This is an optimization exercise on Yosys and OpenROAD, whose aim is small area, not a production implementation. Power is estimated from default activity; no workload was simulated.

## sidTop
module sidTop (
  input  logic            clk,
  input  logic            arstN,
  input  logic            clkEn,         
  input  logic            we,
  input  sidPkg::regAddrT addr,
  input  sidPkg::regDataT dataW,
  output sidPkg::regDataT dataR,
  output sidPkg::sampleT  audioOut
);
==> flow/config.mk <==
export PLATFORM = sky130hd
export DESIGN_NAME = sidTop
export DESIGN_NICKNAME = sidTop
export VERILOG_FILES = /design/flow/design.v
export SDC_FILE = /design/flow/constraint.sdc
export NUM_CORES = 4
export LEC_CHECK = 0
export CAP_MARGIN = 20
export CORE_MARGIN = 2
export CORE_UTILIZATION = 60
export CTS_BUF_LIST = sky130_fd_sc_hd__clkbuf_4
export GPL_TIMING_DRIVEN = 0
export SLEW_MARGIN = 20
==> flow/constraint.sdc <==
create_clock -name core_clock -period 9.0 [get_ports {clk}]
set_input_delay 1.8000 -clock core_clock [delete_from_list [all_inputs] [get_ports {clk}]]
set_output_delay 1.8000 -clock core_clock [all_outputs]
set_load 0.01 [all_outputs]
standard.sh (not shown) runs the stock make flow with config.mk's settings and CLKGATE_MAP_FILE= SYNTH_SCRIPT=/design/flow/synth_recipe.tcl, a recipe that flattens the netlist after the stock synthesis.
==> flow/flow/run.sh <==
#!/bin/bash
# Own layout flow:
#  1. the standard synthesis (standard.sh), unchanged;
#  2. its combinational logic re-mapped for area with ABC (flow/remap.ys);
#     registers, full adders and tie cells are kept as they are;
#  3. a polarity clean-up (flow/faflip.py): full adders and simple gates
#     built in whichever polarity leaves the fewest inverters; then steps 2
#     and 3 once more;
#  4. the standard layout from floorplan on, with clock tree synthesis told
#     not to add dummy loads.
set -euo pipefail
R=$PWD/orfs/results/$FLOW_PLATFORM/sidTop/base
LIB=$FLOW_HOME/platforms/$FLOW_PLATFORM/lib/sky130_fd_sc_hd__tt_025C_1v80.lib
YOSYS=$FLOW_HOME/../tools/install/yosys/bin/yosys
[[ -x $YOSYS ]] || YOSYS=yosys
PERIOD_PS=$(python3 -c "print(int(round(float('$FLOW_PERIOD_NS') * 1000)))")

bash standard.sh "$R/1_2_yosys.v" > synth.log 2>&1
cp "$R/1_2_yosys.v" "$R/1_2_yosys_std.v"

printf 'set_driving_cell sky130_fd_sc_hd__buf_1\nset_load 5\n' > remap.constr
KEEP=$(grep -oE "sky130_fd_sc_hd__(df|fa_|conb|edf|sdf|dl)[A-Za-z0-9_]*" "$R/1_2_yosys_std.v" | sort -u | tr '\n' ' ')
# the platform's don't-use cells (low-power and probe cells) stay out of the mapping
DONTUSE=$(grep -oE 'cell \("?sky130_fd_sc_hd__(lpflow|probe)[A-Za-z0-9_]*' "$LIB" | sed -E 's/cell \("?/-dont_use /' | sort -u | tr '\n' ' ')
sed -e "s|{LIB}|$LIB|g" -e "s|{DONTUSE}|$DONTUSE|" -e "s|{KEEP}|$KEEP|" -e "s|{IN}|$R/1_2_yosys_std.v|" \
    -e "s|{TOP}|$FLOW_TOP|" -e "s|{SCRIPT}|$PWD/flow/area.abc|" -e "s|{CONSTR}|$PWD/remap.constr|" \
    -e "s|{PERIOD_PS}|$PERIOD_PS|" -e "s|{OUT}|$R/1_2_yosys_remap.v|" -e "s|{STAT}|$PWD/remap_stat.txt|" \
    flow/remap.ys > remap.ys
$YOSYS -q -l remap.log -s remap.ys > remap.out 2>&1

python3 flow/faflip.py "$LIB" "$R/1_2_yosys_remap.v" "$R/1_2_yosys_flip.v" > faflip.log 2>&1

# a second round: ABC again around the re-polarised adders, then the clean-up
sed -e "s|{LIB}|$LIB|g" -e "s|{DONTUSE}|$DONTUSE|" -e "s|{KEEP}|$KEEP|" -e "s|{IN}|$R/1_2_yosys_flip.v|" \
    -e "s|{TOP}|$FLOW_TOP|" -e "s|{SCRIPT}|$PWD/flow/area.abc|" -e "s|{CONSTR}|$PWD/remap.constr|" \
    -e "s|{PERIOD_PS}|$PERIOD_PS|" -e "s|{OUT}|$R/1_2_yosys_remap2.v|" -e "s|{STAT}|$PWD/remap2_stat.txt|" \
    flow/remap.ys > remap2.ys
$YOSYS -q -l remap2.log -s remap2.ys > remap2.out 2>&1
python3 flow/faflip.py "$LIB" "$R/1_2_yosys_remap2.v" "$R/1_2_yosys_flip2.v" > faflip2.log 2>&1
cp "$R/1_2_yosys_flip2.v" "$R/1_2_yosys.v"

CTS="-sink_clustering_enable -repair_clock_nets -dont_use_dummy_load -buf_list sky130_fd_sc_hd__clkbuf_8 -sink_clustering_size 16 -sink_clustering_max_diameter 50"
bash standard.sh "CTS_ARGS=$CTS" finish > layout.log 2>&1
Other scripts of this flow, unchanged in this note and not shown: flow/flow/area.abc, flow/flow/faflip.py, flow/flow/libinfo.py, flow/flow/remap.ys
Edit:
--- a/flow/design.v
+++ b/flow/design.v
@@ -933,17 +933,17 @@
   logic q56;
   logic q57;
   logic q58;
   logic q59;
   logic q60;
   logic q61;
   logic [19:0] sclA, sclB;
   logic [19:0] scl;
-  logic [20:0] sclC;
+  logic [12:0] sclC;
   assign m0 = (wave[0][0] & env[0][0]) ^ (wave[1][0] & env[1][0]) ^ (wave[2][0] & env2g[0]);
   assign m1 = ((wave[0][0] & env[0][0]) & (wave[1][0] & env[1][0])) | ((wave[0][0] & env[0][0]) & (wave[2][0] & env2g[0])) | ((wave[1][0] & env[1][0]) & (wave[2][0] & env2g[0]));
   assign m2 = (wave[0][0] & env[0][1]) ^ (wave[0][1] & env[0][0]) ^ (wave[1][0] & env[1][1]);
   assign m3 = ((wave[0][0] & env[0][1]) & (wave[0][1] & env[0][0])) | ((wave[0][0] & env[0][1]) & (wave[1][0] & env[1][1])) | ((wave[0][1] & env[0][0]) & (wave[1][0] & env[1][1]));
   assign m4 = (wave[1][1] & env[1][0]) ^ m2 ^ (wave[2][0] & env2g[1]);
   assign m5 = ((wave[1][1] & env[1][0]) & m2) | ((wave[1][1] & env[1][0]) & (wave[2][0] & env2g[1])) | (m2 & (wave[2][0] & env2g[1]));
   assign m6 = (wave[2][1] & env2g[0]) ^ m1 ^ m4;
   assign m7 = ((wave[2][1] & env2g[0]) & m1) | ((wave[2][1] & env2g[0]) & m4) | (m1 & m4);
@@ -1522,20 +1522,21 @@
   assign q57 = (~(clipDly[15] & volume[1]) & (clipDly[14] & volume[2])) | (~(clipDly[15] & volume[1]) & (clipDly[13] & volume[3])) | ((clipDly[14] & volume[2]) & (clipDly[13] & volume[3]));
   assign q58 = q51 ^ q56 ^ q53;
   assign q59 = (q51 & q56) | (q51 & q53) | (q56 & q53);
   assign q60 = ~(clipDly[15] & volume[2]) ^ (clipDly[14] & volume[3]) ^ q57;
   assign q61 = (~(clipDly[15] & volume[2]) & (clipDly[14] & volume[3])) | (~(clipDly[15] & volume[2]) & q57) | ((clipDly[14] & volume[3]) & q57);
   assign sclA = {1'b1, ~(clipDly[15] & volume[3]), q60, q58, q54, q45, q41, q37, q33, q29, q25, q21, q17, q13, q9, q5, q4, q0, (clipDly[1] & volume[0]), (clipDly[0] & volume[0])};
   assign sclB = {1'b0, q61, q59, q55, 1'b0, q48, q44, q40, q36, q32, q28, q24, q20, q16, q12, q8, 1'b0, 1'b0, (clipDly[0] & volume[1]), 1'b0};
   assign sclC[0] = 1'b0;
-  for (genvar k = 0; k < 20; k++) begin : gscl
+  for (genvar k = 0; k < 12; k++) begin : gscl
     assign scl[k] = sclA[k] ^ sclB[k] ^ sclC[k];
     assign sclC[k+1] = (sclA[k] & sclB[k]) | (sclA[k] & sclC[k]) | (sclB[k] & sclC[k]);
   end
+  assign scl[19:12] = sclA[19:12] + sclB[19:12] + {7'd0, sclC[12]};
   always_comb begin
     if (!sum[21] && (sum[20] || sum[19]))      clipped = 16'sh7fff;
     else if (sum[21] && !(sum[20] && sum[19])) clipped = -16'sh8000;
     else                                       clipped = sum[19:4];
   end
   always_ff @(posedge clk or negedge arstN) begin
     if (!arstN) begin
       clipReg  <= '0;
Power decreases by 46%.
Synthesized area grows by 1.8%.
Cell count is higher by 4.3%.
Routed wire length went up by 2.2%.
Synthesized cell count went up by 4.9%.
Design area grows by 1.9%.
No run of this note included a check of the RTL's function; only the layout flow was run.

## static timing again, ports no longer ideal
The flow's constraints put no driver on any port. The routed layouts listed below were extracted and timed again, unchanged, in two steps.
Step 1: set_driving_cell puts a clkbuf_16 on clk and a buf_2 on each other input, an assumption about the parent block.
Step 2 also shifts input and output timing later by t, the mid clock arrival at the registers, as if the neighbouring blocks saw the same clock.
Slacks: ideal / step 1 / step 2; pairs: ideal / step 1.
| run | t (ns) | setup WS [ns] | hold slack, ns | worst slew at a driven data input, ns | cell pins on the clock port's net |
|---|---|---|---|---|---|
| the first run | 0.660 | 0.357 / 0.350 / -0.310 | 0.331 / 0.331 / 0.331 | 0.06 | 1 |
| the second run | 0.662 | 0.249 / 0.241 / -0.421 | 0.322 / 0.322 / 0.322 | 0.17 | 1 |
With both steps, setup timing fails in the first run and the second run, where it was met with ideal ports. For the second run, which loses most, drivers alone change the setup slack by -0.008 ns; drivers and shift together by -0.670 ns.
